This design comes from an exercise in tuning for a short achievable clock period and few clock cycles per item on the open sky130 flow, not from production work.
Function was checked by simulation only, so behaviour that the tests miss may differ from the original.
The clock port is modelled as an ideal driver; clocking choices that lean on that would not hold on a real chip.
Power and IR drop assume default switching activity.

== v12 ==
## dma_stream_top
module dma_stream_top
(
  input  logic       CLK0,
  input  logic       RST0,
  input  dma_pkg::dma_cmd_t   req_cmd,
  input  logic       req_valid,
  output logic       req_ready,
  output logic       req_busy,
  output dma_pkg::ext_burst_t ext_burst,
  input  logic       ext_ready,
  input  dma_pkg::data_t      ext_read_data,
  input  logic       ext_read_empty,
  output logic       ext_read_deq,
  output dma_pkg::data_t      ext_write_data,
  output logic       ext_write_enq,
  input  logic       ext_write_almost_full,
  input  dma_pkg::data_t      core_read_data,
  input  logic       core_read_empty,
  output logic       core_read_enable,
  output dma_pkg::data_t      core_write_data,
  output logic       core_write_enable,
  input  logic       core_write_almost_full
);
  dma_pkg::qcmd_t  head_cmd;
  logic            cmd_empty;
  logic            cmd_deq;
  logic            hold;
  logic            nb_free;
  logic            nb_load;
  dma_pkg::waddr_t nb_addr;
  dma_pkg::blen_t  nb_len;
  logic            nb_to_bram;
  dma_pkg::blen_t  credit_rd;
  dma_pkg::blen_t  credit_wr;
  dma_pkg::owed_t  credit_rd_m1;
  dma_pkg::owed_t  credit_wr_m1;
  logic            busy_q;
  logic            busy_p;
  logic            busy_c;
  logic            busy_m;
  cmd_fifo u_cmd_fifo (
    .CLK0      (CLK0),
    .RST0      (RST0),
  ...
export LEC_CHECK = 0
export ABC_CLOCK_PERIOD_IN_PS = 1500
export CAP_MARGIN = 20
export CORE_MARGIN = 2
export CORE_UTILIZATION = 65
export SETUP_SLACK_MARGIN = 3.3
export SLEW_MARGIN = 20
export SYNTH_HIERARCHICAL = 1
export SYNTH_MINIMUM_KEEP_SIZE = 0
create_clock -name core_clock -period 5.5 [get_ports {CLK0}]
run.sh (not shown) runs the stock make flow with config.mk's settings and CLKGATE_MAP_FILE= SYNTH_SCRIPT=/design/flow/synth_recipe.tcl, a recipe that flattens the netlist after the stock synthesis.
Testbench counts of v12, summed over its fixed seeds: cycles 17,393, words 25,338.
Edits applied to the flow inputs when going from v12 to v2:
- a change of CORE_UTILIZATION from 65 to 50
Findings:
~same cell area power density in v12 and v2. On v2: core area is about 30% higher than what v12 gave. The higher portion of the clock cycle consumed by the worst path in the final layout came out of v12. Final non-filler cell area for v2 is higher than for v12. Core utilization: v2 lower than v12.


Setup of old:
dma_stream_top, a different RTL version from the one above (not shown whole).
For scale: about 4200 cells after synthesis, roughly 1700 flip-flops, roughly 250 I/O pins.
// dma_stream_top
module dma_stream_top
(
  input  logic       CLK0,
  input  logic       RST0,
  input  dma_pkg::dma_cmd_t   req_cmd,
  input  logic       req_valid,
  output logic       req_ready,
  output logic       req_busy,
  output dma_pkg::ext_burst_t ext_burst,
  input  logic       ext_ready,
  input  dma_pkg::data_t      ext_read_data,
  input  logic       ext_read_empty,
  output logic       ext_read_deq,
  output dma_pkg::data_t      ext_write_data,
  output logic       ext_write_enq,
  input  logic       ext_write_almost_full,
  input  dma_pkg::data_t      core_read_data,
  input  logic       core_read_empty,
  output logic       core_read_enable,
  output dma_pkg::data_t      core_write_data,
  output logic       core_write_enable,
  input  logic       core_write_almost_full
);
  dma_pkg::qcmd_t  head_cmd;
  logic            cmd_empty;
  logic            cmd_deq;
  logic            hold;
  logic            nb_free;
  logic            nb_load;
  dma_pkg::waddr_t nb_addr;
  dma_pkg::blen_t  nb_len;
  logic            nb_to_bram;
  dma_pkg::blen_t  credit_rd;
  dma_pkg::blen_t  credit_wr;
  logic            busy_q;
  logic            busy_p;
  logic            busy_c;
  logic            busy_m;
  cmd_fifo u_cmd_fifo (
    .CLK0      (CLK0),
    .RST0      (RST0),
    .req_valid (req_valid),
    .req_cmd   (req_cmd),
    .req_ready (req_ready),
    .deq       (cmd_deq),
    .dout      (head_cmd),
    .empty     (cmd_empty),
    .busy      (busy_q)
  );
  burst_planner u_burst_planner (
    .CLK0       (CLK0),
    .RST0       (RST0),
    .cmd        (head_cmd),
    .cmd_empty  (cmd_empty),
    .cmd_deq    (cmd_deq),
    .hold       (hold),
    .nb_free    (nb_free),
    .nb_load    (nb_load),
    .nb_addr    (nb_addr),
    .nb_len     (nb_len),
    .nb_to_bram (nb_to_bram),
    .busy       (busy_p)
  );
  dma_ctrl u_dma_ctrl (
    .CLK0       (CLK0),
    .RST0       (RST0),
    .nb_load    (nb_load),
    .nb_addr    (nb_addr),
    .nb_len     (nb_len),
    .nb_to_bram (nb_to_bram),
    .nb_free    (nb_free),
    .ext_burst  (ext_burst),
    .ext_ready  (ext_ready),
    .credit_rd  (credit_rd),
    .credit_wr  (credit_wr),
    .busy       (busy_c)
  );
  stream_mover u_stream_mover (
    .CLK0                   (CLK0),
  ...
clock: 5.5 ns
lec_check: 0
cap_margin: 20
core_margin: 2
core_utilization: 40
slew_margin: 20
old went all the way through the flow, and no timing, DRC or antenna check failed.
Testbench counts of old, summed over its fixed seeds: cycles 17,374, words 25,338.
### old -> new
Settings: ABC_CLOCK_PERIOD_IN_PS: unset -> 2500; SETUP_SLACK_MARGIN: unset -> 3.0.
--- outcome ---
On combinational fraction of design power: between new and old, it ends up higher for new.
NOTE: global routing met3 resource utilization in new exceeds that of old
Slew at the pin closest to its max-slew limit (new over old): decrease, 0.14 ns
new completed every stage of the flow, and the final layout passed the timing, design-rule and antenna checks.
new gives more area occupied by multi-input gates than old did.
Relative to old, portion of total power attributed to the clock network has gone down in new.
new reports a higher number of non-clock buffers in the layout than old does.
Comparing cell count for new and old, the bigger number came from new.


## the previous run
Another version of the RTL of dma_stream_top (not shown whole).
For scale: about 6300 cells after synthesis, roughly 89000 um^2 of cells after synthesis.
Settings: LEC_CHECK=0, ABC_CLOCK_PERIOD_IN_PS=1500, CAP_MARGIN=20, CORE_MARGIN=2, CORE_UTILIZATION=50, SETUP_SLACK_MARGIN=3.3, SLEW_MARGIN=20, SYNTH_HIERARCHICAL=1, SYNTH_MINIMUM_KEEP_SIZE=0; clock period 5.5 ns.
standard.sh (not shown) runs the stock make flow with config.mk's settings and CLKGATE_MAP_FILE= SYNTH_SCRIPT=/design/flow/synth_recipe.tcl, a recipe that flattens the netlist after the stock synthesis.
==> flow/flow/run.sh <==
#!/bin/bash
# The standard layout, with one extra step after clock tree synthesis:
# flow/fix_io.tcl resizes the cells on the worst paths from input ports and
# to output ports (see that file). Make's output goes to make.log; each
# ORFS step keeps its own log under orfs/logs/.
set -euo pipefail
POST_CTS_TCL="$PWD/flow/fix_io.tcl" bash standard.sh finish > make.log 2>&1
==> flow/flow/fix_io.tcl <==
# Sizing pass on the paths that start at input ports or end at output
# ports: for each cell on the worst such paths, try the other drive
# strengths of the same cell and keep the one that gives the best slack,
# never lowering the design's worst slack. Registers and clock buffers are
# left alone. Run after clock tree synthesis, before global routing.

proc fio_variants { ref } {
  if { ![regexp {^(sky130_fd_sc_hd__[a-z0-9]+_)([0-9]+)$} $ref -> base sz] } {
    return {}
  }
  set bases [list $base]
  # buffers and inverters may also change family
  if { [regexp {__(buf|clkbuf|clkdlybuf4s[0-9]+|dlygate4sd[0-9]+|dlymetal6s[0-9]+s)_$} $base] } {
    set bases {sky130_fd_sc_hd__buf_ sky130_fd_sc_hd__clkbuf_}
  } elseif { [regexp {__(inv|clkinv)_$} $base] } {
    set bases {sky130_fd_sc_hd__inv_ sky130_fd_sc_hd__clkinv_}
  }
  set out {}
  foreach b $bases {
    foreach c [get_lib_cells ${b}*] {
      set nm [get_name $c]
      if { ![regexp "^${b}\[0-9\]+\$" $nm] } { continue }
      if { [lsearch -exact $::env(DONT_USE_CELLS) $nm] >= 0 } { continue }
      lappend out $nm
    }
  }
  return $out
}

proc fio_path_slack { from to } {
  set pes [find_timing_paths -from $from -to $to -sort_by_slack -group_path_count 1]
  if { [llength $pes] == 0 } { return 1.0 }
  return [[lindex $pes 0] slack]
}

proc fio_wns { } {
  return [sta::worst_slack_cmd max]
}

proc fio_swap_ab { name } {
  set inst [sta::sta_to_db_inst [get_cells $name]]
  set a [$inst findITerm A]
  set b [$inst findITerm B]
  set na [$a getNet]
  set nb [$b getNet]
  $a disconnect
  $b disconnect
  $a connect $nb
  $b connect $na
}

proc fio_obj { name } {
  if { [string first "/" $name] >= 0 } { return [get_pins $name] }
  return [get_ports $name]
}

proc fio_pass { sel count } {
  set changed 0
  # read every path out before changing anything: a change frees them
  set paths {}
  foreach pe [find_timing_paths {*}$sel -sort_by_slack -group_path_count $count -endpoint_path_count 1] {
    set pins [[$pe path] pins]
    set to [get_full_name [lindex $pins 0]]
    set from [get_full_name [lindex $pins end]]
    set names {}
    foreach pin $pins {
      set inst [$pin instance]
      if { $inst eq "NULL" } { continue }
      set nm [get_full_name $inst]
      if { $nm eq "" } { continue }
      if { [lsearch -exact $names $nm] < 0 } { lappend names $nm }
    }
    lappend paths [list $from $to $names]
  }
  foreach p $paths {
    lassign $p from to names
    foreach nm $names {
      set ref [get_property [get_cells $nm] ref_name]
      if { [regexp {dfxtp|dfrtp|edfxtp|dfstp|dlx|sdff|clkbuf_16|clkinv} $ref] } { continue }
      set cands [fio_variants $ref]
      if { [llength $cands] < 2 && [lsearch -exact $cands $ref] >= 0 } { continue }
      set best_ref $ref
      set best_ps [fio_path_slack [fio_obj $from] [fio_obj $to]]
      set best_wns [fio_wns]
      foreach cand $cands {
        if { $cand eq $ref } { continue }
        replace_cell [get_cells $nm] $cand
        estimate_parasitics -placement
        set ps [fio_path_slack [fio_obj $from] [fio_obj $to]]
        set wns [fio_wns]
        if { $wns >= $best_wns - 1e-12 && $ps > $best_ps + 1e-12 } {
          set best_ref $cand
          set best_ps $ps
          set best_wns $wns
        }
      }
      replace_cell [get_cells $nm] $best_ref
      estimate_parasitics -placement
      if { $best_ref ne $ref } {
        puts "fix_io: $nm $ref -> $best_ref (path slack [format %.4f [expr {$best_ps * 1e9}]])"
        incr changed
      }
      # two-input gates whose inputs commute: try the other pin order
      if { [regexp {__(nor2|nand2|and2|or2|xor2|xnor2)_[0-9]+$} $best_ref] } {
        fio_swap_ab $nm
        estimate_parasitics -placement
        set ps [fio_path_slack [fio_obj $from] [fio_obj $to]]
        set wns [fio_wns]
        if { $wns >= $best_wns - 1e-12 && $ps > $best_ps + 1e-12 } {
          puts "fix_io: $nm inputs swapped (path slack [format %.4f [expr {$ps * 1e9}]])"
          incr changed
        } else {
          fio_swap_ab $nm
          estimate_parasitics -placement
        }
      }
    }
  }
  return $changed
}

estimate_parasitics -placement
puts "fix_io: start, worst slack [format %.4f [expr {[fio_wns] * 1e9}]]"
for { set i 0 } { $i < 2 } { incr i } {
  set n 0
  incr n [fio_pass [list -from [all_inputs] -to [all_outputs]] 6]
  incr n [fio_pass [list -from [all_registers -clock_pins] -to [all_outputs]] 4]
  puts "fix_io: pass $i, $n cells changed, worst slack [format %.4f [expr {[fio_wns] * 1e9}]]"
  if { $n == 0 } { break }
}
detailed_placement
check_placement -verbose
estimate_parasitics -placement
puts "fix_io: end, worst slack [format %.4f [expr {[fio_wns] * 1e9}]]"
Testbench counts of the previous run, summed over its fixed seeds: cycles 17,352, words 25,338.
Inputs modified between the previous run and the current run:
-- flow/flow/fix_io.tcl --
<<< the previous run, line 36
proc fio_wns { } {
  return [sta::worst_slack_cmd max]
}

proc fio_swap_ab { name } {
  set inst [sta::sta_to_db_inst [get_cells $name]]
  set a [$inst findITerm A]
  set b [$inst findITerm B]
  set na [$a getNet]
  set nb [$b getNet]
  $a disconnect
  $b disconnect
  $a connect $nb
  $b connect $na
}

>>> the current run, line 36
proc fio_wns { } {
  return [sta::worst_slack_cmd max]
}

<<< the previous run, line 101
        incr changed
      }
      # two-input gates whose inputs commute: try the other pin order
      if { [regexp {__(nor2|nand2|and2|or2|xor2|xnor2)_[0-9]+$} $best_ref] } {
        fio_swap_ab $nm
        estimate_parasitics -placement
        set ps [fio_path_slack [fio_obj $from] [fio_obj $to]]
        set wns [fio_wns]
        if { $wns >= $best_wns - 1e-12 && $ps > $best_ps + 1e-12 } {
          puts "fix_io: $nm inputs swapped (path slack [format %.4f [expr {$ps * 1e9}]])"
          incr changed
        } else {
          fio_swap_ab $nm
          estimate_parasitics -placement
        }
      }
    }
  }
>>> the current run, line 89
        incr changed
      }
    }
  }
Re max-cap violation count: no difference whatsoever between the current run and the previous run.
The total DRC errors in the routed layout on the previous run is in line with that on the current run.
The previous run → the current run: port buffer count now sits at about the same level; detailed-routed wire length on met3 now sits at about the same level; antenna diode count now sits at about the same level; largest driver fanout on the critical path now sits at about the same level; total power now sits at about the same level.
From the previous run to the current run, sequential share of layout area did not move at all.
Wire length: the current run vs the previous run identical


Another version of the RTL of dma_stream_top (not shown whole).
For scale: roughly 7,000 cells after synthesis, about 85,000 sq um of cells after synthesis.
clock: 5.5 ns
lec_check: 0
abc_clock_period_in_ps: 1500
cap_margin: 20
core_margin: 2
core_utilization: 50
setup_slack_margin: 3.15
slew_margin: 20
synth_hierarchical: 1
synth_minimum_keep_size: 0
run.sh (not shown) runs the stock make flow with config.mk's settings and CLKGATE_MAP_FILE= SYNTH_SCRIPT=/design/flow/synth_recipe.tcl, a recipe that flattens the netlist after the stock synthesis.
Stock flow here: none of the scripts above is used.
The baseline ran to the end with no violations.
Testbench counts at the start, summed over its fixed seeds: cycles 17,352, words 25,338.
Then changed:
Settings changed: SETUP_SLACK_MARGIN 3.15 to 3.05.
What happened: The new run passed the timing, design-rule and antenna checks; hold slack stays flat; core utilization fell by 0.20 points; global-route usage fell by 0.57 points; wire length fell by 3.1%; worst setup slack is worse by 0.045 ns; critical path depth does not change; die area is unchanged.
Then changed:
Settings changed: SETUP_SLACK_MARGIN 3.05 to 3.3.
First-iteration DRC count is higher by 15%.
Count of clock-buffer cells in the layout rose by 18.
Clock skew is higher by 0.016 ns.
Sequential share of layout area fell by 0.74 points.
Power is about the same.
Routed wire length increases by 5.9%.
Global-route usage went up by 0.75 points.


dma_stream_top, a different RTL version from the one above (not shown whole).
Size in the first run: about 3,200 cells after synthesis, about 250 I/O pins.
clock: 5.5 ns
lec_check: 0
abc_clock_period_in_ps: 2500
cap_margin: 20
core_margin: 2
core_utilization: 40
setup_slack_margin: 3.0
slew_margin: 20
Testbench counts at the start, summed over its fixed seeds: cycles 17,374, words 25,338.
Then changed:
ABC_CLOCK_PERIOD_IN_PS = 2000   (was 2500)
CORE_UTILIZATION = 50   (was 40)
SETUP_SLACK_MARGIN = 3.3   (was 3.0)
What happened: The changed run passed the timing, design-rule and antenna checks. Via count rose by 4.4%. Clock skew fell by 0.019 ns. Sequential cell count is unchanged. Synthesized cell count does not change. Cell area rose by 2.7%. Register-to-register slack barely changes. Die area fell by 20%. Area after synthesis does not change. Total power rose by 5.8%. Clock power rose by about 0.7%. Worst setup slack gets better by 0.022 ns.


run A:
dma_stream_top, a different RTL version from the one above (not shown whole).
Size in the first run: ~3700 cells after synthesis, ~250 I/O pins, about 0.047 sq mm of cells after synthesis.
make LEC_CHECK=0 ABC_CLOCK_PERIOD_IN_PS=1000 CAP_MARGIN=20 CORE_MARGIN=2 CORE_UTILIZATION=50 SETUP_SLACK_MARGIN=3.3 SLEW_MARGIN=20 SYNTH_HIERARCHICAL=1 SYNTH_MINIMUM_KEEP_SIZE=0 finish   # period 5.5 ns
Testbench counts of run A, summed over its fixed seeds: cycles 17,374, words 25,338.
diff inputs: run A => run B
Settings: ABC_CLOCK_PERIOD_IN_PS now 1500, was 1000.
### Flow results
Run A -> run B: number of violations reported at the end of detailed-routing iteration 0 delta 0, exact match. Comparing run B against run A, there is no change at all in global-route usage. Re area of placed instances: no difference whatsoever between run B and run A. Reported for run A and run B, initial antenna violation count turned out identical to the last digit. Switching share of total power: run B vs run A identical. Run B -> run A: sequential portion of the cell area delta 0, exact match. Net load switching power of run B is on par with run A.


== main ==
Another version of the RTL of dma_stream_top (not shown whole).
For scale: roughly 4600 cells after synthesis, roughly 250 I/O pins, ~58000 µm² of cells after synthesis.
Settings: LEC_CHECK=0, ABC_CLOCK_PERIOD_IN_PS=1500, CAP_MARGIN=20, CORE_MARGIN=2, CORE_UTILIZATION=35, SETUP_SLACK_MARGIN=3.3, SLEW_MARGIN=20, SYNTH_HIERARCHICAL=1, SYNTH_MINIMUM_KEEP_SIZE=0; clock period 5.5 ns.
Looking at the reports, main completed the entire flow and the layout it produced met the timing, design-rule and antenna checks.
Testbench counts of main, summed over its fixed seeds: cycles 17,393, words 25,338.
--- input diff main..the feature branch ---
--- a/flow/config.mk
+++ b/flow/config.mk
@@ -10,3 +10,3 @@
 export CORE_MARGIN = 2
-export CORE_UTILIZATION = 35
+export CORE_UTILIZATION = 50
 export SETUP_SLACK_MARGIN = 3.3
Results
- Note that the largest net degree at the start of global routing recorded for the feature branch amounts to 1.2 times the value seen in main.
- The minimum clock period after layout reported for the feature branch is greater than that of main by 0.010 ns.
- Final-layout clock-cell area share sits lower in the feature branch than in main.
- | least setup slack across all paths after layout | the feature branch vs main | worse |
- Wire: the feature branch routes less than main
- The final cell count number comes out higher for main vs the feature branch.
- Measured against each other, the feature branch and main differ in post-CTS setup buffer count, the lower figure coming from main.
- The feature branch against main: sequential group share of total power increased by 1.0 points relative to the old numbers; global-route met1 utilization +9.5 points.

-- afterwards: timing with drivers on the ports --
In the flow no input, the clock included, has a driving cell. The finished layouts below were timed again as built, in two steps. Step 1 assumes that a clkbuf_16 drives the clock port and a buf_2 every other input. Step 2 adds t to the input delays and takes it off the output delays; t is the mean of the earliest and latest rising clock arrival at the registers after step 1. Input paths then give back, and output paths get back, about the clock's delay inside the block. a / b / c = ideal ports / drivers / drivers and shift; a / b = the first two.
| run | shift t [ns] | setup WS [ns] | worst data-port slew with drivers (ns) |
|---|---|---|---|
| v12 | 0.794 | 3.010 / 2.972 / 2.331 | 0.13 |
| v2 | 0.797 | 3.025 / 2.982 / 2.426 | 0.10 |
| old | 0.869 | 1.326 / 1.326 / 1.314 | 0.10 |
| new | 0.881 | 2.402 / 2.402 / 1.967 | 0.13 |
| the previous run | 0.930 | 2.982 / 2.896 / 2.384 | 0.16 |
| the current run | 0.930 | 2.982 / 2.896 / 2.384 | 0.16 |
| the first run of note 4 | 0.917 | 2.937 / 2.914 / 2.385 | 0.13 |
| the second run of note 4 | 0.913 | 2.892 / 2.872 / 2.244 | 0.16 |
| the third run of note 4 | 0.909 | 2.962 / 2.927 / 2.387 | 0.15 |
| the first run of note 5 | 0.731 | 2.765 / 2.681 / 2.329 | 0.12 |
| the second run of note 5 | 0.712 | 2.787 / 2.713 / 2.595 | 0.10 |
| run A | 0.758 | 2.972 / 2.924 / 2.495 | 0.09 |
| run B | 0.758 | 2.972 / 2.924 / 2.495 | 0.09 |
| main | 0.853 | 2.971 / 2.894 / 2.425 | 0.17 |
| the feature branch | 0.806 | 2.960 / 2.885 / 2.545 | 0.10 |
After both steps setup and hold are still met in every run listed. The setup slack of v12, which loses most, moves by -0.038 ns with the drivers and by -0.679 ns with both steps.
